Context: an optimization exercise on an open-source flow, tuned for small area, a short achievable clock period and few clock cycles per item. The choices shown serve that exercise and are no tape-out recipe. The RTL was checked by simulation tests, not by an equivalence proof against the original design.

==> flow/design.v (outline; a module is shown in full before it is edited, if it fits) <==
// module sit_datapath: 6881 lines
// module sit_fa: 10 lines
// module sit_or: 7 lines
// module sit_xor: 7 lines
// module sit_ao22: 9 lines
// module segment_intersection_test: 93 lines
module segment_intersection_test #(
   parameter int COORD_BITS = sit_pkg::COORD_BITS_DEF
) (
   input  logic                         clock,
   input  logic                         reset,
   input  logic                         req_valid,
   output logic                         req_ready,
   input  logic signed [COORD_BITS-1:0] req_a_start_x,
   input  logic signed [COORD_BITS-1:0] req_a_start_y,
   input  logic signed [COORD_BITS-1:0] req_a_end_x,
   input  logic signed [COORD_BITS-1:0] req_a_end_y,
   input  logic signed [COORD_BITS-1:0] req_b_start_x,
   input  logic signed [COORD_BITS-1:0] req_b_start_y,
   input  logic signed [COORD_BITS-1:0] req_b_end_x,
   input  logic signed [COORD_BITS-1:0] req_b_end_y,
   output logic                         rsp_valid,
   input  logic                         rsp_ready,
   output logic                         rsp_hit,
   output logic [1:0]                   rsp_hit_kind
);
  // ...
==> flow/run.sh <==
#!/bin/bash
# synth_recipe.tcl (not shown) runs the flow's synth.tcl, then flattens the netlist and writes it again
# the make line also repeats each setting of config.mk as NAME=value (left out here)
make -C /OpenROAD-flow-scripts/flow DESIGN_CONFIG=/design/flow/config.mk WORK_HOME=/design/flow/orfs CLKGATE_MAP_FILE= SYNTH_SCRIPT=/design/flow/synth_recipe.tcl finish
==> flow/config.mk <==
export PLATFORM = sky130hd
export DESIGN_NAME = segment_intersection_test
export DESIGN_NICKNAME = segment_intersection_test
export VERILOG_FILES = /design/flow/design.v
export SDC_FILE = /design/flow/constraint.sdc
export NUM_CORES = 4
export LEC_CHECK = 0
export CAP_MARGIN = 20
export CORE_MARGIN = 2
export CORE_UTILIZATION = 50
export SETUP_SLACK_MARGIN = 4.7
export SLEW_MARGIN = 20
export SYNTH_HIERARCHICAL = 1
==> flow/constraint.sdc <==
create_clock -name core_clock -period 8.0 [get_ports {clock}]
set_input_delay 1.6000 -clock core_clock [delete_from_list [all_inputs] [get_ports {clock}]]
set_output_delay 1.6000 -clock core_clock [all_outputs]
set_load 0.01 [all_outputs]
==> metrics.csv, run 1 <==
metric;value;unit
status;finished clean;
main combinational cell family by area after synthesis;adder cells;
crit path max fanout;4;
CTS Buf Count;91;
footprint of the multi-input gates;0.04965;mm^2
Final min period;3.413;ns
Ys Warns;12;
clock tree from TritonCTS;yes;
Hold Path Sink;u_dp.r6123_4$_DFF_P_;
register area;0.01645;mm^2
first-pass GRT wire length;326800;um
max layer used;met4;
pre-CTS setup slack;3.535;ns
ant diodes;1;
die area;0.1338;mm^2
CP peak stage delay;0.56;ns
worst hold slack;0.3234;ns
design area;0.07774;mm^2
buffer share of cell area;6.116;%
Cell Chain, Critical Path;ha_4 -> nor2_4 -> buf_4 -> clkbuf_16 -> xor2_2 -> a22o_1 -> fa_1 -> fa_2 -> fa_1 -> fa_2;
Critical Path AT;4.04;ns
CTS sink count;806;
biggest regs;qk_ff: 14 flops, qv_ff: 7 flops, g_vld.vld_ff: 5 flops;
grt peak-use layer;met2;
Worst Setup End Kind;register;
Synth area leader;fa_1;
post-synthesis compound-gate area fraction;14.59;%
met2 wire len;105900;um
most flop-heavy register;qk_ff;
# fillers;10786;
Clock Latency Late Sink;0.71;ns
Final setup violation count;0;
data required time of the worst path;8.63;ns
final worst-path cycle share;42.66;%
Seq cells;806;
clk buf depth;3;
Post-Synth XOR/XNOR Area;15.20;%
critical path startpoint;u_dp.r744_1$_DFF_P_;
drt total wl;227200;um
FFs w/ async S/R, synth;0;%
Testbench counts, summed over its fixed seeds: cycles 16,048, items 16,000.
==> run 2, diff against run 1 <==
--- a/flow/config.mk
+++ b/flow/config.mk
@@ -8,6 +8,7 @@
 export CAP_MARGIN = 20
 export CORE_MARGIN = 2
 export CORE_UTILIZATION = 50
+export PLACE_DENSITY = 0.75
 export SETUP_SLACK_MARGIN = 4.7
 export SLEW_MARGIN = 20
 export SYNTH_HIERARCHICAL = 1
==> metrics.csv, run 2 <==
metric;value;unit;change
placed insts;7518;;was 7523
Largest register FFs;14;;unchanged
pin slew with the least headroom to its limit;1.035;ns;was 0.8847 ns
Avg Cell Area, Syn;11.74;um^2;unchanged
worst hold slack;0.3256;ns;was 0.3234 ns
most common cell after layout, fill and taps aside;xor2_1;;unchanged
final worst-path cycle share;43.83;%;was 42.66%
average wire per standard cell;28.12;um;was 28.68 um
Final setup violation count;0;;unchanged
top-area cell type share of the netlist area;29.82;%;unchanged
ant diodes;0;;was 1
Worst Setup Slack, final;4.494;ns;was 4.587 ns
Slew Limit Fails;0;;unchanged
Synth area leaders;fa_1 30%, dfxtp_1 24%, xor2_1 14%;;unchanged
io pins;137;;unchanged
HP Class;register to register;;unchanged
Slew Limit Headroom;30.65;%;was 40.59%
Ys Warns;12;;unchanged
Finished Layout Cells;7939;;was 7922
leading cell type by number of instances after synthesis;xor2_1;;unchanged
Top FF cell, synth;dfxtp_1;;unchanged
largest net degree at the start of global routing;39;;unchanged
gpl congestion;0.9792;;was 0.9375
post-synthesis cell type count;67;;unchanged
Rows;132;;unchanged
Startpoint Class;register;;unchanged
die area;0.1338;mm^2;unchanged
Clock Skews;0.02603;ns;was 0.03122 ns
status;finished clean;;unchanged
pre-CTS setup slack;3.662;ns;was 3.535 ns
drt total wl;223200;um;was 227200 um
clk root buf;clkbuf_16;;unchanged
Syn-to-layout area delta;18.67;%;was 18.75%
critical setup path kind;register to register;;unchanged
CTS sink count;806;;unchanged
Max Cap Viol;0;;unchanged
Final min period;3.506;ns;was 3.413 ns
Routed Antenna Nets;0;;unchanged
final hold vios;0;;unchanged
Worst Setup End Kind;register;;unchanged
total global routing overflow;0;;unchanged
nets;7578;;was 7559
Seq cells post-synth;806;;unchanged
biggest regs;qk_ff: 14 flops, qv_ff: 7 flops, g_vld.vld_ff: 5 flops;;unchanged
Initial Util;50.49;%;unchanged
Commonest cells post-synth;1033 x xor2_1, 975 x fa_1, 870 x a22o_1;;unchanged
# DRC;0;;unchanged
design area;0.07769;mm^2;was 0.07774 mm^2
most flop-heavy register;qk_ff;;unchanged
clk buf depth;3;;unchanged
H-tree depth;3;;unchanged
unrepaired setup endpoints after global routing;true;;unchanged
total number of vias;49057;;was 47812
sequential element share of the synthesized area;24.83;%;unchanged
total track usage;32.49;%;was 33.10%
Mapped Nets;7025;;unchanged
vias per cell;6.179;;was 6.035
initial antenna violation count;6;;was 7
Synth Instances;5574;;unchanged
hold buffers post-CTS;0;;unchanged
Critical Path AT;4.13;ns;was 4.04 ns
hpwl dp;158900;um;was 166400 um
core area;0.1296;mm^2;unchanged
commonest non-fill, non-tap cells in the layout;982 x xor2_1, 870 x a22o_1, 802 x fa_1, 714 x dfxtp_1, 319 x ha_1;;was 990 x xor2_1, 868 x a22o_1, 801 x fa_1, 715 x dfxtp_1, 317 x ha_1
Synth area leader;fa_1;;unchanged
Die Ht;365.8;um;unchanged
Fmax;285.2;MHz;was 293.0 MHz
number of global-route vias before repair;53580;;was 52147
FFs w/ async S/R, synth;0;%;unchanged
data required time of the worst path;8.63;ns;about the same
DR pass1 iterations;6;;was 5
port bufs;136;;unchanged
crit path max fanout;3;;was 4
first-pass GRT wire length;324100;um;was 326800 um
Iteration-0 DRC Markers;4100;;was 3687
clock-pin slew on the worst setup and hold paths;0.06;ns;about the same
CTS Buf Count;88;;was 91
Final Util;59.92;%;was 59.96%
Setup TNS;0;ns;unchanged
area of placed instances;0.07038;mm^2;was 0.07045 mm^2
post-synthesis cell area;0.06546;mm^2;unchanged
layout cells sized above 1;16.19;%;was 15.86%
Post-synth EDFFs;12;;unchanged
Clock Latency Late Sink;0.73;ns;was 0.71 ns
die width;365.8;um;unchanged
clock tree from TritonCTS;yes;;unchanged
run 2: changes by cell type in the layout (fill, tap and decap cells not counted), sizes merged:
| cell | delta |
|---|---|
| inv | +5 |
| clkinv | +2 |
| nor2 | +2 |
| clkdlybuf4s50 | -6 |
| dlygate4sd2 | +3 |
| clkbuf | -12 |
| bufinv | -7 |
| clkinvlp | +1 |
| buf | +25 |
| dlymetal6s2s | +4 |
| diode | -1 |
| clkdlybuf4s15 | +1 |
run 2: kinds of logic (layout without fill, tap and decap cells):
kind of cell	count (synthesis)	in the layout	share of synthesized area [%]
compound gates	1167	1167	14.59
xor+xnor	1136	1136	15.20
fa+ha+maj	1319	1319	36.39
buf+inv	371	989	2.166
flops	806	806	24.83
mux	11	11	0.1892
simple gates	764	769	6.632
run 2: area by class of cell:
cell class	instances	area, um^2
Clock buffer	118	2527
Clock inverter	42	491.7
Fill cell	10240	51960
Inverter	355	1489
Multi-Input combinational cell	4402	49730
Sequential cell	806	16450
Tap cell	1742	2180
Timing Repair Buffer	474	4817
run 2: worst paths after layout:
| check | from | to | slack (ns) | cells past startpoint |
|---|---|---|---|---|
| setup / recovery | u_dp.r2500_2$_DFF_P_ | u_dp.r5748_3$_DFF_P_ | 4.49 | 10 |
| hold / removal | u_dp.r6123_3$_DFF_P_ | u_dp.r6123_4$_DFF_P_ | 0.33 | 0 |
| setup reg to reg | u_dp.r2500_2$_DFF_P_ | u_dp.r5748_3$_DFF_P_ | 4.49 | 10 |
| hold reg to reg | u_dp.r6123_3$_DFF_P_ | u_dp.r6123_4$_DFF_P_ | 0.33 | 0 |
run 2: timing repair:
action,CTS,global route
gates cloned,5,4
hold endpoints to repair,0,0
resized for setup,251,259
buffers inserted,162,90
endpoints found under the setup margin,293,172
pin swaps,95,101
run 2: worst max-delay path, cell delays in order, from the launching register on:
cell and delay (ns):
dfxtp_1 0.32, fa_2 0.39, fa_1 0.48, fa_2 0.36, fa_2 0.38, fa_2 0.42
or2_1 0.26, ha_1 0.32, nor4_2 0.17, nand2_1 0.13, nor4_4 0.18
run 2: per-layer routing:
metal,GRT usage (%),up-vias,wire (um)
li1,-,20427,-
met2,54.26,2962,104500
met5,0,-,88
met3,7.994,1169,21130
met1,36.54,24491,78960
met4,22.64,8,18550
run 2: modules after synthesis (local to each module, per instance):
module	times used	cell area, um^2	cells	flops+latches
sit_datapath	1	27530	2459	775
segment_intersection_test	1	1403	131	31
sit_or	228	6.256	1	0
sit_ao22	864	8.758	1	0
sit_fa	974	20.02	1	0
sit_xor	918	8.758	1	0
==> run 3, diff against run 2 <==
--- a/flow/config.mk
+++ b/flow/config.mk
@@ -8,7 +8,6 @@
 export CAP_MARGIN = 20
 export CORE_MARGIN = 2
 export CORE_UTILIZATION = 50
-export PLACE_DENSITY = 0.75
-export SETUP_SLACK_MARGIN = 4.7
+export SETUP_SLACK_MARGIN = 4.4
 export SLEW_MARGIN = 20
 export SYNTH_HIERARCHICAL = 1
==> metrics.csv, run 3 <==
metric;value;unit;change
data required time of the worst path;8.58;ns;was 8.63 ns
first-pass GRT wire length;318700;um;was 324100 um
Startpoint Class;register;;unchanged
most used cell, CP;fa_1;;was fa_2
layout cells sized above 1;9.061;%;was 16.19%
met2 wire len;103000;um;was 104500 um
number of global-route vias before repair;50698;;was 53580
pre-CTS setup slack;3.558;ns;was 3.662 ns
biggest regs;qk_ff: 14 flops, qv_ff: 7 flops, g_vld.vld_ff: 5 flops;;unchanged
Worst path slowest cell;dfxtp_1;;was fa_1
average wire per standard cell;27.89;um;was 28.12 um
vias per cell;6.003;;was 6.179
clock-pin slew on the worst setup and hold paths;0.06;ns;about the same
pin slew with the least headroom to its limit;1.090;ns;was 1.035 ns
routed metal-1 wirelength;86090;um;was 78960 um
# DRC;0;;unchanged
hpwl dp;165600;um;was 158900 um
Commonest cells post-synth;1033 x xor2_1, 975 x fa_1, 870 x a22o_1;;unchanged
clock tree from TritonCTS;yes;;unchanged
Ys Warns;12;;unchanged
post-synthesis cell type count;67;;unchanged
Final min period;3.577;ns;was 3.506 ns
Synth Instances;5574;;unchanged
die area;0.1338;mm^2;unchanged
Avg Cell Area, Syn;11.74;um^2;unchanged
r2r setup slk;4.42;ns;was 4.49 ns
DR WL met3;16830;um;was 21130 um
WP buf/inv;1;;was 0
clk buf depth;3;;unchanged
FFs w/ async S/R, synth;0;%;unchanged
total number of vias;46841;;was 49057
most common cell after layout, fill and taps aside;xor2_1;;unchanged
hold buffers post-CTS;0;;unchanged
largest net degree at the start of global routing;39;;unchanged
H-tree depth;3;;unchanged
final worst-path cycle share;44.71;%;was 43.83%
Die Ht;365.8;um;unchanged
Fmax;279.6;MHz;was 285.2 MHz
nets;7435;;was 7578
Initial Util;50.49;%;unchanged
leading cell type by number of instances after synthesis;xor2_1;;unchanged
Clock Skews;0.02104;ns;was 0.02603 ns
post-synthesis cell area;0.06546;mm^2;unchanged
final hold vios;0;;unchanged
Worst Setup End Kind;register;;unchanged
Final setup violation count;0;;unchanged
Rows;132;;unchanged
Routed Antenna Nets;0;;unchanged
unrepaired setup endpoints after global routing;true;;unchanged
clk root buf;clkbuf_16;;unchanged
crit path max fanout;19;;was 3
Reg-to-Reg Start;u_dp.r4471_1$_DFF_P_;;was u_dp.r2500_2$_DFF_P_
Cell Chain, Critical Path;nor2b_1 -> buf_4 -> a22o_1 -> fa_1 -> fa_1 -> fa_1 -> fa_1;;was fa_2 -> fa_1 -> fa_2 -> fa_2 -> fa_2 -> or2_1 -> ha_1 -> nor4_2 -> nand2_1 -> nor4_4
Top FF cell, synth;dfxtp_1;;unchanged
Worst Setup Slack, final;4.423;ns;was 4.494 ns
Max Cap Viol;0;;unchanged
status;finished clean;;unchanged
initial antenna violation count;10;;was 6
Clock Latency Late Sink;0.71;ns;was 0.73 ns
Syn-to-layout area delta;14.06;%;was 18.67%
most flop-heavy register;qk_ff;;unchanged
sequential element share of the synthesized area;24.83;%;unchanged
core area;0.1296;mm^2;unchanged
io pins;137;;unchanged
Iteration-0 DRC Markers;3452;;was 4100
DR pass1 iterations;6;;unchanged
Seq cells post-synth;806;;unchanged
total global routing overflow;0;;unchanged
Post-synth EDFFs;12;;unchanged
total track usage;32.21;%;was 32.49%
CTS Buf Count;91;;was 88
Hold Path Origin;u_dp.r6123_3$_DFF_P_;;unchanged
port bufs;136;;unchanged
CP peak stage delay;0.91;ns;was 0.48 ns
Setup TNS;0;ns;unchanged
hold depth;0;;unchanged
Critical Path AT;4.15;ns;was 4.13 ns
die width;365.8;um;unchanged
HP Class;register to register;;unchanged
Largest register FFs;14;;unchanged
R2R depth;7;;was 10
Mapped Nets;7025;;unchanged
r2r endpoint;u_dp.r5172_2$_DFF_P_;;was u_dp.r5748_3$_DFF_P_
gpl congestion;0.9631;;was 0.9792
Synth area leaders;fa_1 30%, dfxtp_1 24%, xor2_1 14%;;unchanged
drt total wl;217600;um;was 223200 um
Synth area leader;fa_1;;unchanged
top-area cell type share of the netlist area;29.82;%;unchanged
commonest non-fill, non-tap cells in the layout;1021 x xor2_1, 933 x fa_1, 870 x a22o_1, 771 x dfxtp_1, 337 x ha_1;;was 982 x xor2_1, 870 x a22o_1, 802 x fa_1, 714 x dfxtp_1, 319 x ha_1
Hold Path Sink;u_dp.r6123_4$_DFF_P_;;unchanged
crit-path leading delay family;adder cells;;unchanged
Slew Limit Fails;0;;unchanged
CTS sink count;806;;unchanged
critical setup path kind;register to register;;unchanged
Slew Limit Headroom;27.11;%;was 30.65%
max layer used;met5;;unchanged
==> run 3: how the worst max path moves through the flow <==
stage | cells past startpoint | endpoint | from | slack, ns
after floorplan | 9 | u_dp.r5339_2$_DFF_P_ | u_dp.r962_1$_DFF_P_ | 4.40
after global routing | 9 | u_dp.r5937_3$_DFF_P_ | u_dp.r2137_2$_DFF_P_ | 4.33
after global placement | 9 | u_dp.r340_1$_DFF_P_ | req_a_end_x[0] | 3.55
after CTS | 9 | u_dp.r6127_3$_DFF_P_ | u_dp.r5248_2$_DFF_P_ | 4.40
final | 7 | u_dp.r5172_2$_DFF_P_ | u_dp.r4471_1$_DFF_P_ | 4.42
after detailed placement | 9 | u_dp.r340_1$_DFF_P_ | req_a_end_x[0] | 3.56
==> run 3: layout make-up <==
class | instances | area, um^2
antenna | 2 | 5.005
fill | 11001 | 54980
inverter | 355 | 1403
tap | 1742 | 2180
timing repair buffer | 328 | 3118
clock inverter | 42 | 504.2
sequential | 806 | 16300
clock buffer | 126 | 2651
multi-input combinational | 4402 | 48500
==> run 3: per-module statistics from Yosys (local to each module, per instance) <==
module / flops+latches / copies in the design / cells
sit_fa: 0 / 974 / 1
sit_xor: 0 / 918 / 1
sit_ao22: 0 / 864 / 1
sit_or: 0 / 228 / 1
sit_datapath: 775 / 1 / 2459
segment_intersection_test: 31 / 1 / 131
==> run 3: stage by stage <==
step	cells	instance area (um^2)	util (%)	hold WS (ns)
floorplan	5574	65710	-	0.3096
detailed placement	7551	70160	54.11	0.3121
global route	7801	74660	57.59	0.3277
global placement	7551	70160	54.11	0.3109
CTS	7784	74170	57.21	0.3246
finish	7803	74670	57.59	0.3251
==> run 3: repair_timing <==
item,CTS,global route
pin swaps,23,27
hold endpoints to repair,0,0
gates cloned,5,1
setup endpoints to repair,180,88
setup buffers,60,16
resized for setup,73,99
==> run 3: worst register-to-register path, cell delays in order, from the launching register on <==
cell and delay, ns:
dfxtp_1 0.91, nor2b_1 0.10, buf_4 0.24, a22o_1 0.24, fa_1 0.48, fa_1 0.48
fa_1 0.57, fa_1 0.42
==> run 3: layer usage <==
metal,track usage (%),up-vias
met2,53.96,2214
met3,6.059,702
li1,-,20197
met1,39.78,23722
met5,0,-
met4,16.20,6
==> run 3: kinds of logic (layout without fill, tap and decap cells) <==
group | count (synthesis) | after routing | share of synthesized area [%]
compound gates | 1167 | 1167 | 14.59
buf+inv | 371 | 851 | 2.166
mux | 11 | 11 | 0.1892
flops | 806 | 806 | 24.83
xor+xnor | 1136 | 1136 | 15.20
simple gates | 764 | 769 | 6.632
other cells | 0 | 2 | 0
fa+ha+maj | 1319 | 1319 | 36.39
==> run 4, diff against run 3 <==
--- a/flow/config.mk
+++ b/flow/config.mk
@@ -7,7 +7,9 @@
 export LEC_CHECK = 0
 export CAP_MARGIN = 20
 export CORE_MARGIN = 2
-export CORE_UTILIZATION = 50
-export SETUP_SLACK_MARGIN = 4.4
+export CORE_UTILIZATION = 60
+export CTS_BUF_LIST = sky130_fd_sc_hd__clkbuf_4 sky130_fd_sc_hd__clkbuf_8
+export CTS_CLUSTER_SIZE = 30
+export SETUP_SLACK_MARGIN = 4.7
 export SLEW_MARGIN = 20
 export SYNTH_HIERARCHICAL = 1
==> metrics.csv, run 4 <==
metric;value;unit;change
status;finished clean;;unchanged
hold depth;0;;unchanged
Setup TNS;0;ns;unchanged
vias per cell;6.301;;was 6.003
die area;0.1118;mm^2;was 0.1338 mm^2
Critical Path AT;4.30;ns;was 4.15 ns
Syn-to-layout area delta;17.14;%;was 14.06%
Rows;121;;was 132
CTS Buf Count;140;;was 91
port bufs;136;;unchanged
largest net degree at the start of global routing;39;;unchanged
Clock Latency Late Sink;0.86;ns;was 0.71 ns
Commonest cells post-synth;1033 x xor2_1, 975 x fa_1, 870 x a22o_1;;unchanged
unrepaired setup endpoints after global routing;true;;unchanged
drt total wl;217300;um;was 217600 um
mux share of post-synthesis cell area;0.1892;%;unchanged
Initial Util;60.31;%;was 50.49%
clock tree from TritonCTS;yes;;unchanged
Finished Layout Cells;7659;;was 7803
placed insts;7196;;was 7551
Worst Setup End Kind;register;;unchanged
top-area cell type share of the netlist area;29.82;%;unchanged
DR pass1 iterations;6;;unchanged
clock-pin slew on the worst setup and hold paths;0.06;ns;about the same
total track usage;38.30;%;was 32.21%
FFs w/ async S/R, synth;0;%;unchanged
hold buffers post-CTS;0;;unchanged
initial antenna violation count;9;;was 10
total number of vias;48256;;was 46841
leading cell type by number of instances after synthesis;xor2_1;;unchanged
crit path max fanout;8;;was 19
Clock Skews;0.06581;ns;was 0.02104 ns
Worst path slowest cell;fa_2;;was dfxtp_1
Cell Chain, Critical Path;buf_6 -> ha_4 -> nor2_4 -> buf_12 -> clkbuf_16 -> xor2_2 -> a22o_1 -> fa_1 -> fa_2 -> fa_1 -> fa_2;;was nor2b_1 -> buf_4 -> a22o_1 -> fa_1 -> fa_1 -> fa_1 -> fa_1
Synth area leader;fa_1;;unchanged
data required time of the worst path;8.76;ns;was 8.58 ns
post-synthesis cell type count;67;;unchanged
total global routing overflow;0;;unchanged
# DRC;0;;unchanged
final worst-path cycle share;44.22;%;was 44.71%
Synth area leaders;fa_1 30%, dfxtp_1 24%, xor2_1 14%;;unchanged
CP peak stage delay;0.56;ns;was 0.91 ns
Final setup violation count;0;;unchanged
# fillers;8041;;was 11001
Startpoint Class;register;;unchanged
most flop-heavy register;qk_ff;;unchanged
core area;0.1086;mm^2;was 0.1296 mm^2
Hold Path Origin;u_dp.r5629_3$_DFF_P_;;was u_dp.r6123_3$_DFF_P_
first-pass GRT wire length;313900;um;was 318700 um
r2r endpoint;u_dp.r4880_2$_DFF_P_;;was u_dp.r5172_2$_DFF_P_
nets;7587;;was 7435
critical setup path kind;register to register;;unchanged
most common cell after layout, fill and taps aside;xor2_1;;unchanged
Avg Cell Area, Syn;11.74;um^2;unchanged
Ys Warns;12;;unchanged
r2r setup slk;4.46;ns;was 4.42 ns
CTS sink count;806;;unchanged
Die Ht;334.3;um;was 365.8 um
pin slew with the least headroom to its limit;0.9594;ns;was 1.090 ns
average wire per standard cell;28.37;um;was 27.89 um
io pins;137;;unchanged
number of global-route vias before repair;52284;;was 50698
Slew Limit Headroom;35.58;%;was 27.11%
Slew Limit Fails;0;;unchanged
sequential element share of the synthesized area;24.83;%;unchanged
Fmax;282.7;MHz;was 279.6 MHz
Top FF cell, synth;dfxtp_1;;unchanged
Synth Instances;5574;;unchanged
Post-Synth XOR/XNOR Area;15.20;%;unchanged
die width;334.3;um;was 365.8 um
layout cells sized above 1;16.18;%;was 9.061%
R2R depth;11;;was 7
commonest non-fill, non-tap cells in the layout;997 x xor2_1, 870 x a22o_1, 793 x fa_1, 717 x dfxtp_1, 329 x inv_1;;was 1021 x xor2_1, 933 x fa_1, 870 x a22o_1, 771 x dfxtp_1, 337 x ha_1
area share of fa/ha/maj cells after synthesis;36.39;%;unchanged
gpl congestion;0.9521;;was 0.9631
Routed Antenna Nets;0;;unchanged
H-tree depth;4;;was 3
Reg-to-Reg Start;u_dp.r742_1$_DFF_P_;;was u_dp.r4471_1$_DFF_P_
Final min period;3.537;ns;was 3.577 ns
Mapped Nets;7025;;unchanged
Final Util;70.64;%;was 57.59%
clk buf depth;3;;unchanged
Post-Synth Simple-Gate Area;6.632;%;unchanged
post-synthesis cell area;0.06546;mm^2;unchanged
biggest regs;qk_ff: 14 flops, qv_ff: 7 flops, g_vld.vld_ff: 5 flops;;unchanged
Hold Path Sink;u_dp.r5629_4$_DFF_P_;;was u_dp.r6123_4$_DFF_P_
Largest register FFs;14;;unchanged
hpwl dp;157900;um;was 165600 um
Iteration-0 DRC Markers;4013;;was 3452
final hold vios;0;;unchanged
main combinational cell family by area after synthesis;adder cells;;unchanged
post-synthesis compound-gate area fraction;14.59;%;unchanged
HP Class;register to register;;unchanged
Max Cap Viol;0;;unchanged
Post-synth EDFFs;12;;unchanged
clk root buf;clkbuf_8;;was clkbuf_16
Seq cells post-synth;806;;unchanged
[run 4: area by class of cell]
type,count,area [um^2],share of cell area [%]
antenna,3,7.507,0.009790
clock buffer,206,2591,3.379
clock inverter,42,544.3,0.7098
inverter,355,1461,1.906
multi-input combinational,4401,49420,64.45
sequential,806,16430,21.42
tap,1414,1769,2.307
timing repair buffer,432,4461,5.817
[run 4: routing by layer]
layer | wire [um] | vias up | GRT usage [%]
li1 | - | 20495 | -
met1 | 80060 | 24110 | 45.81
met2 | 99620 | 2728 | 61.83
met3 | 22290 | 915 | 10.08
met4 | 15250 | 8 | 23.71
met5 | 56 | - | 0
[run 4: how the worst max path moves through the flow]
| stage | from | endpoint | slack (ns) | depth (start not counted) |
|---|---|---|---|---|
| 5_1_grt | u_dp.r742_1$_DFF_P_ | u_dp.r4880_2$_DFF_P_ | 4.44 | 11 |
| 6_report | u_dp.r742_1$_DFF_P_ | u_dp.r4880_2$_DFF_P_ | 4.46 | 11 |
| 4_1_cts | u_dp.r2665_2$_DFF_P_ | u_dp.r5748_3$_DFF_P_ | 4.56 | 8 |
| 2_1_floorplan | req_a_start_y[5] | u_dp.r552_1$_DFF_P_ | 4.55 | 9 |
| 3_5_place_dp | req_a_start_y[5] | u_dp.r552_1$_DFF_P_ | 3.64 | 10 |
| 3_3_place_gp | req_a_start_y[5] | u_dp.r552_1$_DFF_P_ | 3.61 | 10 |
[run 4: Yosys stat by module (local to each module, per instance)]
module | cells | area, um^2 | flops+latches | times used
segment_intersection_test | 131 | 1403 | 31 | 1
sit_ao22 | 1 | 8.758 | 0 | 864
sit_xor | 1 | 8.758 | 0 | 918
sit_or | 1 | 6.256 | 0 | 228
sit_fa | 1 | 20.02 | 0 | 974
sit_datapath | 2459 | 27530 | 775 | 1
[run 4: critical path, delay by kind of cell, from the launching register on]
family	cells	cell delay (ns)
xor+xnor	1	0.19
buf+inv	3	0.41
compound gates	1	0.22
fa+ha+maj	5	2.15
simple gates	1	0.17
flops	1	0.33
[run 4: logic make-up after synthesis]
| logic type | after synthesis |
|---|---|
| adders and majority gates | 1319 |
| AOI/OAI and AO/OA | 1167 |
| xor gates and xnor gates | 1136 |
| DFF | 806 |
| and+or+nand+nor | 764 |
| buffers and inverters | 371 |
| muxes | 11 |
[run 4: per-stage QoR]
step	cell area [um^2]	setup WS (ns)	hold slack (ns)
2_1_floorplan	66240	4.549	0.3096
3_3_place_gp	70020	3.614	0.3114
3_5_place_dp	70020	3.642	0.3121
4_1_cts	75260	4.559	0.3215
5_1_grt	76680	4.441	0.3245
6_report	76680	4.463	0.3228
[run 4: repair_timing]
action	CTS	global route
gates resized for setup	219	206
setup endpoints to repair	288	163
pin swaps	75	65
buffers inserted	144	58
cloned	4	6
==> run 5, diff against run 4 <==
--- a/flow/config.mk
+++ b/flow/config.mk
@@ -7,9 +7,8 @@
 export LEC_CHECK = 0
 export CAP_MARGIN = 20
 export CORE_MARGIN = 2
-export CORE_UTILIZATION = 60
-export CTS_BUF_LIST = sky130_fd_sc_hd__clkbuf_4 sky130_fd_sc_hd__clkbuf_8
-export CTS_CLUSTER_SIZE = 30
+export CORE_UTILIZATION = 50
+export PLACE_DENSITY = 0.5
 export SETUP_SLACK_MARGIN = 4.7
 export SLEW_MARGIN = 20
 export SYNTH_HIERARCHICAL = 1
==> metrics.csv, run 5 <==
metric;value;unit;change
status;finished clean;;unchanged
Hold Path Sink;u_dp.r7259_4$_DFF_P_;;was u_dp.r5629_4$_DFF_P_
hold depth;0;;unchanged
CTS Buf Count;91;;was 140
Die Ht;365.8;um;was 334.3 um
main combinational cell family by area after synthesis;adder cells;;unchanged
vias per cell;5.996;;was 6.301
Clock Skews;0.05093;ns;was 0.06581 ns
FFs w/ async S/R, synth;0;%;unchanged
Avg Cell Area, Syn;11.74;um^2;unchanged
H-tree depth;3;;was 4
most common cell after layout, fill and taps aside;xor2_1;;unchanged
clock-pin slew on the worst setup and hold paths;0.06;ns;about the same
drt total wl;228300;um;was 217300 um
clock tree from TritonCTS;yes;;unchanged
CTS sink count;806;;unchanged
crit path max fanout;2;;was 8
Critical Path AT;4.07;ns;was 4.30 ns
Initial Util;50.49;%;was 60.31%
core area;0.1296;mm^2;was 0.1086 mm^2
commonest non-fill, non-tap cells in the layout;988 x xor2_1, 870 x a22o_1, 801 x fa_1, 715 x dfxtp_1, 320 x ha_1;;was 997 x xor2_1, 870 x a22o_1, 793 x fa_1, 717 x dfxtp_1, 329 x inv_1
critical setup path kind;register to register;;unchanged
Slew Limit Headroom;37.61;%;was 35.58%
HP Class;register to register;;unchanged
Commonest cells post-synth;1033 x xor2_1, 975 x fa_1, 870 x a22o_1;;unchanged
pin slew with the least headroom to its limit;0.9292;ns;was 0.9594 ns
area share of fa/ha/maj cells after synthesis;36.39;%;unchanged
hpwl dp;168700;um;was 157900 um
Slew Limit Fails;0;;unchanged
r2r setup slk;4.60;ns;was 4.46 ns
Reg-to-Reg Start;u_dp.r2582_2$_DFF_P_;;was u_dp.r742_1$_DFF_P_
first-pass GRT wire length;329000;um;was 313900 um
Max Cap Viol;0;;unchanged
post-synthesis cell area;0.06546;mm^2;unchanged
initial antenna violation count;4;;was 9
leading cell type by number of instances after synthesis;xor2_1;;unchanged
gpl congestion;0.9138;;was 0.9521
Seq cells post-synth;806;;unchanged
top-area cell type share of the netlist area;29.82;%;unchanged
nets;7572;;was 7587
Rows;132;;was 121
Largest register FFs;14;;unchanged
r2r endpoint;u_dp.r5446_3$_DFF_P_;;was u_dp.r4880_2$_DFF_P_
Setup TNS;0;ns;unchanged
Worst Setup End Kind;register;;unchanged
clk root buf;clkbuf_16;;was clkbuf_8
port bufs;136;;unchanged
ant diodes;0;;was 3
area of placed instances;0.07047;mm^2;was 0.07002 mm^2
Hold Path Origin;u_dp.r7259_3$_DFF_P_;;was u_dp.r5629_3$_DFF_P_
Synth Instances;5574;;unchanged
Ys Warns;12;;unchanged
Synth area leader;fa_1;;unchanged
biggest regs;qk_ff: 14 flops, qv_ff: 7 flops, g_vld.vld_ff: 5 flops;;unchanged
number of global-route vias before repair;51423;;was 52284
total number of vias;47589;;was 48256
Post-synth EDFFs;12;;unchanged
design area;0.07768;mm^2;was 0.07668 mm^2
die area;0.1338;mm^2;was 0.1118 mm^2
most flop-heavy register;qk_ff;;unchanged
Synth area leaders;fa_1 30%, dfxtp_1 24%, xor2_1 14%;;unchanged
sequential element share of the synthesized area;24.83;%;unchanged
post-synthesis compound-gate area fraction;14.59;%;unchanged
post-synthesis cell type count;67;;unchanged
Final min period;3.396;ns;was 3.537 ns
Post-Synth Simple-Gate Area;6.632;%;unchanged
Finished Layout Cells;7937;;was 7659
Top FF cell, synth;dfxtp_1;;unchanged
# DRC;0;;unchanged
clk buf depth;3;;unchanged
largest net degree at the start of global routing;39;;unchanged
Fmax;294.5;MHz;was 282.7 MHz
average wire per standard cell;28.77;um;was 28.37 um
unrepaired setup endpoints after global routing;true;;unchanged
Post-Synth XOR/XNOR Area;15.20;%;unchanged
placed insts;7525;;was 7196
Clock Latency Late Sink;0.73;ns;was 0.86 ns
total global routing overflow;0;;unchanged
Syn-to-layout area delta;18.67;%;was 17.14%
Final setup violation count;0;;unchanged
R2R depth;9;;was 11
Iteration-0 DRC Markers;3508;;was 4013
total track usage;33.35;%;was 38.30%
worst hold slack;0.3250;ns;was 0.3228 ns
die width;365.8;um;was 334.3 um
Mapped Nets;7025;;unchanged
layout cells sized above 1;16.01;%;was 16.18%
Routed Antenna Nets;0;;unchanged
mux share of post-synthesis cell area;0.1892;%;unchanged
Startpoint Class;register;;unchanged
final hold vios;0;;unchanged
final worst-path cycle share;42.45;%;was 44.22%
data required time of the worst path;8.67;ns;was 8.76 ns
DR pass1 iterations;7;;was 6
io pins;137;;unchanged
[run 5: worst max-delay path, stage by stage (launching register included)]
cell and delay (ns):
dfxtp_2 0.32, fa_2 0.38, fa_1 0.46, fa_2 0.36, fa_2 0.35, fa_2 0.38
buf_6 0.13, buf_6 0.12, fa_2 0.33, fa_2 0.52
[run 5: per-stage QoR]
step / utilization (%) / setup slack, ns
2_1_floorplan: - / 4.549
3_3_place_gp: 54.35 / 3.535
3_5_place_dp: 54.35 / 3.549
4_1_cts: 58.51 / 4.516
5_1_grt: 59.92 / 4.503
6_report: 59.92 / 4.604
[run 5: timing repair]
item | 4_1_cts | 5_1_grt
hold buffers | 0 | 0
endpoints found under the hold margin | 0 | 0
cloned | 4 | 4
endpoints found under the setup margin | 324 | 158
resized for setup | 269 | 247
buffers inserted | 141 | 96
pin swaps | 89 | 91
[run 5: worst max-delay path by stage]
stage / from / endpoint / slack, ns / depth (start not counted)
4_1_cts: u_dp.r2582_2$_DFF_P_ / u_dp.r5748_3$_DFF_P_ / 4.52 / 10
5_1_grt: u_dp.r2582_2$_DFF_P_ / u_dp.r5748_3$_DFF_P_ / 4.50 / 10
6_report: u_dp.r2582_2$_DFF_P_ / u_dp.r5446_3$_DFF_P_ / 4.60 / 9
2_1_floorplan: req_a_start_y[5] / u_dp.r552_1$_DFF_P_ / 4.55 / 9
3_3_place_gp: req_a_start_y[0] / u_dp.r552_1$_DFF_P_ / 3.54 / 10
3_5_place_dp: req_a_end_x[0] / u_dp.r340_1$_DFF_P_ / 3.55 / 9
[run 5: cells by family (layout without fill, tap and decap cells)]
kind of cell,Yosys count,after routing
adders and majority gates,1319,1319
muxes,11,11
DFF,806,806
and+or+nand+nor,764,768
buffers and inverters,371,988
xor gates and xnor gates,1136,1136
AOI/OAI and AO/OA,1167,1167
[run 5: cell type report]
cell class              count  area [um^2]
clock buffers             119         2514
clock inverters            48        590.6
fillers                 10788        51970
inverters                 355         1463
multi-input cells        4401        49740
flip-flops and latches    806        16450
well taps                1742         2180
repair buffers            466         4752
[run 5: per-module statistics from Yosys (local to each module, per instance)]
module / cells inside / copies in the design / flops+latches
sit_xor: 1 / 918 / 0
sit_ao22: 1 / 864 / 0
sit_fa: 1 / 974 / 0
sit_datapath: 2459 / 1 / 775
segment_intersection_test: 131 / 1 / 31
sit_or: 1 / 228 / 0
[run 5: routing by layer]
metal	up-vias	wire length, um	global-route usage [%]
li1	20425	-	-
met1	24271	91890	41.86
met2	2178	106400	54.95
met3	715	16660	6.150
met4	0	13430	17.24
met5	-	0	0
==> run 6, diff against run 5 <==
--- a/flow/config.mk
+++ b/flow/config.mk
@@ -9,6 +9,6 @@
 export CORE_MARGIN = 2
 export CORE_UTILIZATION = 50
 export PLACE_DENSITY = 0.5
-export SETUP_SLACK_MARGIN = 4.7
+export SETUP_SLACK_MARGIN = 4.85
 export SLEW_MARGIN = 20
 export SYNTH_HIERARCHICAL = 1
==> metrics.csv, run 6 <==
metric;value;unit;change
status;finished clean;;unchanged
largest net degree at the start of global routing;39;;unchanged
core area;0.1296;mm^2;unchanged
layout cells sized above 1;21.89;%;was 16.01%
Synth area leader;fa_1;;unchanged
Seq cells post-synth;806;;unchanged
Post-Synth Simple-Gate Area;6.632;%;unchanged
Ys Warns;12;;unchanged
total global routing overflow;0;;unchanged
first-pass GRT wire length;340200;um;was 329000 um
initial antenna violation count;6;;was 4
Avg Cell Area, Syn;11.74;um^2;unchanged
clock tree from TritonCTS;yes;;unchanged
Top FF cell, synth;dfxtp_1;;unchanged
critical setup path kind;register to register;;unchanged
Iteration-0 DRC Markers;3789;;was 3508
Fmax;289.1;MHz;was 294.5 MHz
HP Class;register to register;;unchanged
R2R depth;12;;was 9
area of placed instances;0.07097;mm^2;was 0.07047 mm^2
Reg-to-Reg Start;u_dp.r954_1$_DFF_P_;;was u_dp.r2582_2$_DFF_P_
average wire per standard cell;29.87;um;was 28.77 um
vias per cell;6.041;;was 5.996
worst hold slack;0.3218;ns;was 0.3250 ns
Rows;132;;unchanged
post-synthesis cell type count;67;;unchanged
DR pass1 iterations;7;;unchanged
Setup TNS;0;ns;unchanged
nets;7656;;was 7572
leading cell type by number of instances after synthesis;xor2_1;;unchanged
Synth area leaders;fa_1 30%, dfxtp_1 24%, xor2_1 14%;;unchanged
die width;365.8;um;unchanged
r2r endpoint;u_dp.r5201_2$_DFF_P_;;was u_dp.r5446_3$_DFF_P_
Clock Skews;0.03532;ns;was 0.05093 ns
io pins;137;;unchanged
most flop-heavy register;qk_ff;;unchanged
crit path max fanout;6;;was 2
CTS Buf Count;94;;was 91
post-synthesis compound-gate area fraction;14.59;%;unchanged
Clock Latency Late Sink;0.73;ns;about the same
pin slew with the least headroom to its limit;0.9764;ns;was 0.9292 ns
Synth Instances;5574;;unchanged
Syn-to-layout area delta;23.02;%;was 18.67%
final worst-path cycle share;43.24;%;was 42.45%
Hold Path Origin;u_dp.r5744_3$_DFF_P_;;was u_dp.r7259_3$_DFF_P_
Mapped Nets;7025;;unchanged
clk root buf;clkbuf_16;;unchanged
Hold Path Sink;u_dp.r5744_4$_DFF_P_;;was u_dp.r7259_4$_DFF_P_
placed insts;7515;;was 7525
hold depth;0;;unchanged
commonest non-fill, non-tap cells in the layout;956 x xor2_1, 868 x a22o_1, 692 x dfxtp_1, 658 x fa_1, 317 x fa_2;;was 988 x xor2_1, 870 x a22o_1, 801 x fa_1, 715 x dfxtp_1, 320 x ha_1
final hold vios;0;;unchanged
post-synthesis cell area;0.06546;mm^2;unchanged
# fillers;10444;;was 10788
Initial Util;50.49;%;unchanged
biggest regs;qk_ff: 14 flops, qv_ff: 7 flops, g_vld.vld_ff: 5 flops;;unchanged
Critical Path AT;4.04;ns;was 4.07 ns
main combinational cell family by area after synthesis;adder cells;;unchanged
Post-Synth XOR/XNOR Area;15.20;%;unchanged
Final setup violation count;0;;unchanged
Post-synth EDFFs;12;;unchanged
Routed Antenna Nets;0;;unchanged
Finished Layout Cells;8029;;was 7937
Max Cap Viol;0;;unchanged
Slew Limit Fails;0;;unchanged
area share of fa/ha/maj cells after synthesis;36.39;%;unchanged
Die Ht;365.8;um;unchanged
total track usage;34.79;%;was 33.35%
design area;0.08053;mm^2;was 0.07768 mm^2
FFs w/ async S/R, synth;0;%;unchanged
Commonest cells post-synth;1033 x xor2_1, 975 x fa_1, 870 x a22o_1;;unchanged
Final min period;3.459;ns;was 3.396 ns
unrepaired setup endpoints after global routing;true;;unchanged
Worst Setup End Kind;register;;unchanged
clock-pin slew on the worst setup and hold paths;0.06;ns;about the same
# DRC;0;;unchanged
Slew Limit Headroom;34.67;%;was 37.61%
most common cell after layout, fill and taps aside;xor2_1;;unchanged
Startpoint Class;register;;unchanged
r2r setup slk;4.54;ns;was 4.60 ns
die area;0.1338;mm^2;unchanged
mux share of post-synthesis cell area;0.1892;%;unchanged
CTS sink count;806;;unchanged
port bufs;136;;unchanged
H-tree depth;3;;unchanged
gpl congestion;0.9217;;was 0.9138
clk buf depth;3;;unchanged
top-area cell type share of the netlist area;29.82;%;unchanged
drt total wl;239900;um;was 228300 um
total number of vias;48504;;was 47589
hpwl dp;169100;um;was 168700 um
sequential element share of the synthesized area;24.83;%;unchanged
data required time of the worst path;8.58;ns;was 8.67 ns
Largest register FFs;14;;unchanged
number of global-route vias before repair;52579;;was 51423
run 6: cell counts after synthesis:
No cell type changed its count.
run 6: area by class of cell:
cell class                      count  area, um^2  share of cell area [%]
Multi-Input combinational cell   4402       50740                   63.00
Inverter                          355        1554                   1.930
Sequential cell                   806       16510                   20.50
Clock inverter                     56       680.7                  0.8452
Timing Repair Buffer              546        6247                   7.757
Antenna cell                        2       5.005                0.006214
Tap cell                         1742        2180                   2.706
Clock buffer                      120        2623                   3.256
run 6: metrics by stage:
stage / utilization, % / worst slack (ns)
2_1_floorplan: - / 4.549
3_3_place_gp: 54.74 / 3.515
3_5_place_dp: 54.74 / 3.494
4_1_cts: 60.66 / 4.596
5_1_grt: 62.11 / 4.496
6_report: 62.12 / 4.541
run 6: logic make-up after synthesis:
group           Yosys count
flops                   806
buf+inv                 371
simple gates            764
compound gates         1167
xor+xnor               1136
fa+ha+maj              1319
mux                      11
run 6: timing repair:
item,CTS,global route
endpoints found under the setup margin,356,181
buffers inserted,233,85
pin swaps,211,189
resized for setup,487,301
gates cloned,12,6
hold buffers,0,0
run 6: worst max-delay path by stage:
| stage | depth (start not counted) | startpoint | slack [ns] | end |
|---|---|---|---|---|
| 2_1_floorplan | 9 | req_a_start_y[5] | 4.55 | u_dp.r552_1$_DFF_P_ |
| 4_1_cts | 8 | u_dp.r5007_2$_DFF_P_ | 4.60 | u_dp.r6120_3$_DFF_P_ |
| 5_1_grt | 10 | u_dp.r2557_2$_DFF_P_ | 4.50 | u_dp.r5748_3$_DFF_P_ |
| 3_3_place_gp | 9 | req_a_end_x[0] | 3.51 | u_dp.r340_1$_DFF_P_ |
| 6_report | 12 | u_dp.r954_1$_DFF_P_ | 4.54 | u_dp.r5201_2$_DFF_P_ |
| 3_5_place_dp | 9 | req_a_end_x[0] | 3.49 | u_dp.r340_1$_DFF_P_ |
run 6: per-module statistics from Yosys, one instance, submodules excluded:
module / copies in the design / cells
sit_ao22: 864 / 1
sit_or: 228 / 1
segment_intersection_test: 1 / 131
sit_xor: 918 / 1
sit_fa: 974 / 1
sit_datapath: 1 / 2459
run 6: critical path, cell delays in order (launching register included):
cell,delay [ns]
dfxtp_4,0.37
buf_12,0.11
inv_12,0.03
ha_4,0.15
nor2_4,0.16
buf_12,0.14
buf_16,0.16
xor2_2,0.09
a22o_1,0.28
fa_2,0.37
fa_1,0.46
fa_1,0.54
fa_2,0.45
run 6: metal layers:
| metal | wire (um) | GRT usage [%] | up-vias | share of wire [%] |
|---|---|---|---|---|
| met4 | 18030 | 21.45 | 2 | 7.5 |
| met5 | 8 | 0 | - | 0.0033 |
| met1 | 92600 | 42.62 | 24591 | 39 |
| met3 | 19830 | 6.801 | 892 | 8.3 |
| met2 | 109400 | 56.69 | 2431 | 46 |
| li1 | - | - | 20588 | - |
==> run 7, diff against run 6 <==
--- a/flow/config.mk
+++ b/flow/config.mk
@@ -9,6 +9,6 @@
 export CORE_MARGIN = 2
 export CORE_UTILIZATION = 50
 export PLACE_DENSITY = 0.5
-export SETUP_SLACK_MARGIN = 4.85
+export SETUP_SLACK_MARGIN = 4.6
 export SLEW_MARGIN = 20
 export SYNTH_HIERARCHICAL = 1
==> metrics.csv, run 7 <==
metric;value;unit;change
status;finished clean;;unchanged
worst hold slack;0.3220;ns;was 0.3218 ns
Post-synth EDFFs;12;;unchanged
total track usage;32.57;%;was 34.79%
Synth area leader;fa_1;;unchanged
post-synthesis cell type count;67;;unchanged
Slew Limit Headroom;34.80;%;was 34.67%
Cell Chain, Critical Path;fa_2 -> fa_1 -> fa_2 -> fa_2 -> fa_2 -> buf_6 -> fa_2 -> fa_1;;was buf_12 -> inv_12 -> ha_4 -> nor2_4 -> buf_12 -> buf_16 -> xor2_2 -> a22o_1 -> fa_2 -> fa_1 -> fa_1 -> fa_2
clk buf depth;3;;unchanged
layout cells sized above 1;12.39;%;was 21.89%
clock tree from TritonCTS;yes;;unchanged
data required time of the worst path;8.61;ns;was 8.58 ns
Final setup violation count;0;;unchanged
first-pass GRT wire length;322500;um;was 340200 um
Largest register FFs;14;;unchanged
FFs w/ async S/R, synth;0;%;unchanged
CTS sink count;806;;unchanged
drt total wl;219900;um;was 239900 um
Rows;132;;unchanged
Clock Latency Late Sink;0.74;ns;was 0.73 ns
Die Ht;365.8;um;unchanged
DR pass1 iterations;7;;unchanged
Worst path slowest cell;fa_1;;unchanged
biggest regs;qk_ff: 14 flops, qv_ff: 7 flops, g_vld.vld_ff: 5 flops;;unchanged
gpl congestion;0.9231;;was 0.9217
Avg Cell Area, Syn;11.74;um^2;unchanged
commonest non-fill, non-tap cells in the layout;1007 x xor2_1, 870 x a22o_1, 869 x fa_1, 733 x dfxtp_1, 327 x ha_1;;was 956 x xor2_1, 868 x a22o_1, 692 x dfxtp_1, 658 x fa_1, 317 x fa_2
# DRC;0;;unchanged
R2R depth;8;;was 12
die width;365.8;um;unchanged
critical path startpoint;u_dp.r2496_2$_DFF_P_;;was u_dp.r954_1$_DFF_P_
average wire per standard cell;28.06;um;was 29.87 um
hold depth;0;;unchanged
clk root buf;clkbuf_16;;unchanged
final hold vios;0;;unchanged
ant diodes;0;;was 2
Critical Path AT;4.07;ns;was 4.04 ns
core area;0.1296;mm^2;unchanged
hpwl dp;168600;um;was 169100 um
Synth Instances;5574;;unchanged
r2r endpoint;u_dp.r5440_3$_DFF_P_;;was u_dp.r5201_2$_DFF_P_
CP peak stage delay;0.52;ns;was 0.54 ns
most flop-heavy register;qk_ff;;unchanged
Syn-to-layout area delta;16.36;%;was 23.02%
Initial Util;50.49;%;unchanged
WP buf/inv;1;;was 4
nets;7470;;was 7656
crit-path leading delay family;adder cells;;unchanged
port bufs;136;;unchanged
pin slew with the least headroom to its limit;0.9745;ns;was 0.9764 ns
Top FF cell, synth;dfxtp_1;;unchanged
Reg-to-Reg Start;u_dp.r2496_2$_DFF_P_;;was u_dp.r954_1$_DFF_P_
post-synthesis cell area;0.06546;mm^2;unchanged
Hold Path Sink;u_dp.r6008_4$_DFF_P_;;was u_dp.r5744_4$_DFF_P_
Fmax;289.1;MHz;about the same
leading cell type by number of instances after synthesis;xor2_1;;unchanged
critical setup path kind;register to register;;unchanged
unrepaired setup endpoints after global routing;true;;unchanged
Iteration-0 DRC Markers;3039;;was 3789
Synth area leaders;fa_1 30%, dfxtp_1 24%, xor2_1 14%;;unchanged
most common cell after layout, fill and taps aside;xor2_1;;unchanged
Max Cap Viol;0;;unchanged
total global routing overflow;0;;unchanged
clock-pin slew on the worst setup and hold paths;0.06;ns;about the same
Hold Path Origin;u_dp.r6008_3$_DFF_P_;;was u_dp.r5744_3$_DFF_P_
Commonest cells post-synth;1033 x xor2_1, 975 x fa_1, 870 x a22o_1;;unchanged
io pins;137;;unchanged
Startpoint Class;register;;unchanged
top-area cell type share of the netlist area;29.82;%;unchanged
largest net degree at the start of global routing;39;;unchanged
Setup TNS;0;ns;unchanged
Final min period;3.459;ns;about the same
die area;0.1338;mm^2;unchanged
Worst Setup End Kind;register;;unchanged
vias per cell;5.956;;was 6.041
Routed Antenna Nets;0;;unchanged
CTS Buf Count;92;;was 94
Slew Limit Fails;0;;unchanged
final worst-path cycle share;43.23;%;was 43.24%
sequential element share of the synthesized area;24.83;%;unchanged
Clock Skews;0.05368;ns;was 0.03532 ns
crit path max fanout;2;;was 6
most used cell, CP;fa_2;;
r2r setup slk;4.54;ns;about the same
HP Class;register to register;;unchanged
initial antenna violation count;6;;unchanged
Ys Warns;12;;unchanged
Mapped Nets;7025;;unchanged
number of global-route vias before repair;51851;;was 52579
Seq cells post-synth;806;;unchanged
total number of vias;46677;;was 48504
H-tree depth;3;;unchanged
Final Util;58.75;%;was 62.12%
## run 7: worst max-delay path by stage
stage,end,slack [ns],cells past startpoint
global placement,u_dp.r340_1$_DFF_P_,3.55,9
global route,u_dp.r5440_3$_DFF_P_,4.51,8
CTS,u_dp.r5446_3$_DFF_P_,4.55,8
detailed placement,u_dp.r340_1$_DFF_P_,3.54,9
finish,u_dp.r5440_3$_DFF_P_,4.54,8
floorplan,u_dp.r552_1$_DFF_P_,4.55,9
## run 7: logic make-up (layout without fill, tap and decap cells)
family	after synthesis	in the layout	synth area share, %
AOI/OAI and AO/OA	1167	1167	14.59
DFF	806	806	24.83
and+or+nand+nor	764	767	6.632
buffers and inverters	371	889	2.166
xor gates and xnor gates	1136	1136	15.20
muxes	11	11	0.1892
adders and majority gates	1319	1319	36.39
## run 7: layout make-up
| class | count | area (um^2) |
|---|---|---|
| tap | 1742 | 2180 |
| fill | 10992 | 53480 |
| timing repair buffer | 364 | 3711 |
| multi-input combinational | 4400 | 49210 |
| clock inverter | 48 | 648.1 |
| clock buffer | 122 | 2586 |
| inverter | 355 | 1446 |
| sequential | 806 | 16390 |
## run 7: metrics by stage
step	area, um^2	worst slack, ns	cells
2_1_floorplan	66000	4.549	5574
3_3_place_gp	70310	3.550	7535
3_5_place_dp	70310	3.543	7535
4_1_cts	75170	4.547	7802
5_1_grt	76170	4.511	7837
6_report	76170	4.541	7837
## run 7: Yosys stat by module (local to each module, per instance)
module,times used,flip-flops and latches
segment_intersection_test,1,31
sit_ao22,864,0
sit_datapath,1,775
sit_fa,974,0
sit_or,228,0
sit_xor,918,0
## run 7: metal layers
metal,GRT usage (%),up-vias,wire [um]
met1,40.34,23903,88400
li1,-,20251,-
met5,0,-,23
met3,6.059,694,15640
met2,54.36,1825,103300
met4,16.58,4,12560
## run 7: repair_timing
item                       in CTS  in global routing
buffers inserted               94                 33
setup endpoints to repair     248                148
resized for setup             188                172
cloned                          3                  2
pin swaps                      81                 54
hold buffers                    0                  0
==> run 8, diff against run 7 <==
--- a/flow/config.mk
+++ b/flow/config.mk
@@ -8,7 +8,7 @@
 export CAP_MARGIN = 20
 export CORE_MARGIN = 2
 export CORE_UTILIZATION = 50
-export PLACE_DENSITY = 0.5
-export SETUP_SLACK_MARGIN = 4.6
+export PLACE_DENSITY = 0.42
+export SETUP_SLACK_MARGIN = 4.7
 export SLEW_MARGIN = 20
 export SYNTH_HIERARCHICAL = 1
==> metrics.csv, run 8 <==
metric;value;unit;change
Slew Limit Fails;0;;unchanged
unrepaired setup endpoints after global routing;true;;unchanged
HP Class;register to register;;unchanged
Slew Limit Headroom;37.61;%;was 34.80%
core area;0.1296;mm^2;unchanged
die area;0.1338;mm^2;unchanged
Seq cells post-synth;806;;unchanged
Max Cap Viol;0;;unchanged
Clock Latency Late Sink;0.73;ns;was 0.74 ns
Ys Warns;12;;unchanged
Mapped Nets;7025;;unchanged
most used cell, CP;fa_2;;unchanged
Cell Chain, Critical Path;fa_2 -> fa_1 -> fa_2 -> fa_2 -> fa_2 -> buf_6 -> buf_6 -> fa_2 -> fa_2;;was fa_2 -> fa_1 -> fa_2 -> fa_2 -> fa_2 -> buf_6 -> fa_2 -> fa_1
Commonest cells post-synth;1033 x xor2_1, 975 x fa_1, 870 x a22o_1;;unchanged
total track usage;33.35;%;was 32.57%
Fmax;294.5;MHz;was 289.1 MHz
Iteration-0 DRC Markers;3508;;was 3039
Syn-to-layout area delta;18.67;%;was 16.36%
top-area cell type share of the netlist area;29.82;%;unchanged
crit-path leading delay family;adder cells;;unchanged
first-pass GRT wire length;329000;um;was 322500 um
hold buffers post-CTS;0;;unchanged
average wire per standard cell;28.77;um;was 28.06 um
max layer used;met4;;was met5
gpl congestion;0.9138;;was 0.9231
port bufs;136;;unchanged
DR pass1 iterations;7;;unchanged
clk root buf;clkbuf_16;;unchanged
Critical Path AT;4.07;ns;about the same
Post-synth EDFFs;12;;unchanged
clock tree from TritonCTS;yes;;unchanged
Synth area leaders;fa_1 30%, dfxtp_1 24%, xor2_1 14%;;unchanged
commonest non-fill, non-tap cells in the layout;988 x xor2_1, 870 x a22o_1, 801 x fa_1, 715 x dfxtp_1, 320 x ha_1;;was 1007 x xor2_1, 870 x a22o_1, 869 x fa_1, 733 x dfxtp_1, 327 x ha_1
total number of vias;47589;;was 46677
io pins;137;;unchanged
Largest register FFs;14;;unchanged
Worst Setup End Kind;register;;unchanged
CTS Buf Count;91;;was 92
post-synthesis cell area;0.06546;mm^2;unchanged
die width;365.8;um;unchanged
leading cell type by number of instances after synthesis;xor2_1;;unchanged
data required time of the worst path;8.67;ns;was 8.61 ns
# DRC;0;;unchanged
Startpoint Class;register;;unchanged
CTS sink count;806;;unchanged
H-tree depth;3;;unchanged
largest net degree at the start of global routing;39;;unchanged
crit path max fanout;2;;unchanged
Final min period;3.396;ns;was 3.459 ns
Worst path slowest cell;fa_2;;was fa_1
Initial Util;50.49;%;unchanged
CP peak stage delay;0.52;ns;about the same
post-synthesis cell type count;67;;unchanged
Finished Layout Cells;7937;;was 7837
most common cell after layout, fill and taps aside;xor2_1;;unchanged
status;finished clean;;unchanged
vias per cell;5.996;;was 5.956
design area;0.07768;mm^2;was 0.07617 mm^2
sequential element share of the synthesized area;24.83;%;unchanged
FFs w/ async S/R, synth;0;%;unchanged
area of placed instances;0.07047;mm^2;was 0.07031 mm^2
Routed Antenna Nets;0;;unchanged
Final Util;59.92;%;was 58.75%
met2 wire len;106400;um;was 103300 um
Die Ht;365.8;um;unchanged
pin slew with the least headroom to its limit;0.9292;ns;was 0.9745 ns
number of global-route vias before repair;51423;;was 51851
Rows;132;;unchanged
most flop-heavy register;qk_ff;;unchanged
drt total wl;228300;um;was 219900 um
total global routing overflow;0;;unchanged
placed insts;7525;;was 7535
ant diodes;0;;unchanged
Final setup violation count;0;;unchanged
Synth area leader;fa_1;;unchanged
Top FF cell, synth;dfxtp_1;;unchanged
clk buf depth;3;;unchanged
Synth Instances;5574;;unchanged
layout cells sized above 1;16.01;%;was 12.39%
clock-pin slew on the worst setup and hold paths;0.06;ns;about the same
final worst-path cycle share;42.45;%;was 43.23%
final hold vios;0;;unchanged
nets;7572;;was 7470
routed metal-1 wirelength;91890;um;was 88400 um
DR WL met3;16660;um;was 15640 um
Avg Cell Area, Syn;11.74;um^2;unchanged
Clock Skews;0.05093;ns;was 0.05368 ns
Setup TNS;0;ns;unchanged
# fillers;10788;;was 10992
hpwl dp;168700;um;was 168600 um
biggest regs;qk_ff: 14 flops, qv_ff: 7 flops, g_vld.vld_ff: 5 flops;;unchanged
WP buf/inv;2;;was 1
initial antenna violation count;4;;was 6
critical setup path kind;register to register;;unchanged
[run 8: cells by family (layout without fill, tap and decap cells)]
logic type | after synthesis | in the layout | share of synthesized area (%)
xor+xnor | 1136 | 1136 | 15.20
buf+inv | 371 | 988 | 2.166
flops | 806 | 806 | 24.83
compound gates | 1167 | 1167 | 14.59
mux | 11 | 11 | 0.1892
fa+ha+maj | 1319 | 1319 | 36.39
simple gates | 764 | 768 | 6.632
[run 8: timing repair]
action	CTS	global route
pin swaps	89	91
endpoints found under the hold margin	0	0
setup endpoints to repair	324	158
resized for setup	269	247
setup buffers	141	96
gates cloned	4	4
[run 8: per-layer routing]
metal	vias to the layer above	track usage, %
li1	20425	-
met1	24271	41.86
met2	2178	54.95
met3	715	6.150
met4	0	17.24
met5	-	0
[run 8: per-module statistics from Yosys, one instance, submodules excluded]
module,flops+latches,cells inside
sit_datapath,775,2459
segment_intersection_test,31,131
sit_fa,0,1
sit_ao22,0,1
sit_xor,0,1
sit_or,0,1
[run 8: through the flow]
stage               setup WS (ns)  hold WS (ns)
finish                      4.604        0.3250
floorplan                   4.549        0.3096
detailed placement          3.549        0.3121
global route                4.503        0.3324
global placement            3.535        0.3104
CTS                         4.516        0.3256
[run 8: path summary, 6_finish.rpt]
path	from	to	slack [ns]	cells past startpoint
hold reg to reg	u_dp.r7259_3$_DFF_P_	u_dp.r7259_4$_DFF_P_	0.33	0
hold / removal	u_dp.r7259_3$_DFF_P_	u_dp.r7259_4$_DFF_P_	0.33	0
setup / recovery	u_dp.r2582_2$_DFF_P_	u_dp.r5446_3$_DFF_P_	4.60	9
setup reg to reg	u_dp.r2582_2$_DFF_P_	u_dp.r5446_3$_DFF_P_	4.60	9
[run 8: final cells by class]
| class | count | area, um^2 | area share (%) |
|---|---|---|---|
| clock buffer | 119 | 2514 | 3.236 |
| clock inverter | 48 | 590.6 | 0.7602 |
| inverter | 355 | 1463 | 1.883 |
| multi-input combinational | 4401 | 49740 | 64.03 |
| sequential | 806 | 16450 | 21.17 |
| tap | 1742 | 2180 | 2.806 |
| timing repair buffer | 466 | 4752 | 6.117 |

-- port drivers added, routing unchanged --
In the flow no input, the clock included, has a driving cell. The finished layouts below were timed again as built, in two steps.
Step 1 sets driving cells, clkbuf_16 on the clock port and buf_2 on the other inputs (assumed; they add their load-dependent delay and slew).
Step 2 moves the port delays by t, midway between the first and last clock arrival at a register: inputs arrive t later, outputs are due t later. That takes back most of the time a late clock gives input paths.
Three values: ideal ports, drivers, drivers and shift; two values: the first two.
| run | shift t [ns] | setup slack, ns | hold slack, ns | cell pins on the clock port's net |
|---|---|---|---|---|
| run 1 | 0.769 | 4.587 / 4.587 / 4.065 | 0.323 / 0.323 / 0.323 | 1 |
| run 2 | 0.799 | 4.494 / 4.494 / 3.992 | 0.326 / 0.326 / 0.326 | 1 |
| run 3 | 0.777 | 4.423 / 4.423 / 3.738 | 0.325 / 0.325 / 0.325 | 1 |
| run 4 | 0.899 | 4.463 / 4.463 / 3.913 | 0.323 / 0.323 / 0.323 | 1 |
| run 5 | 0.786 | 4.604 / 4.604 / 3.986 | 0.325 / 0.325 / 0.325 | 1 |
| run 6 | 0.795 | 4.541 / 4.541 / 4.158 | 0.322 / 0.322 / 0.322 | 1 |
| run 7 | 0.792 | 4.541 / 4.541 / 3.911 | 0.322 / 0.322 / 0.322 | 1 |
| run 8 | 0.786 | 4.604 / 4.604 / 3.986 | 0.325 / 0.325 / 0.325 | 1 |
After both steps setup and hold are still met in every run listed. For run 3, which loses most, drivers alone change the setup slack by 0.000 ns; drivers and shift together by -0.685 ns.
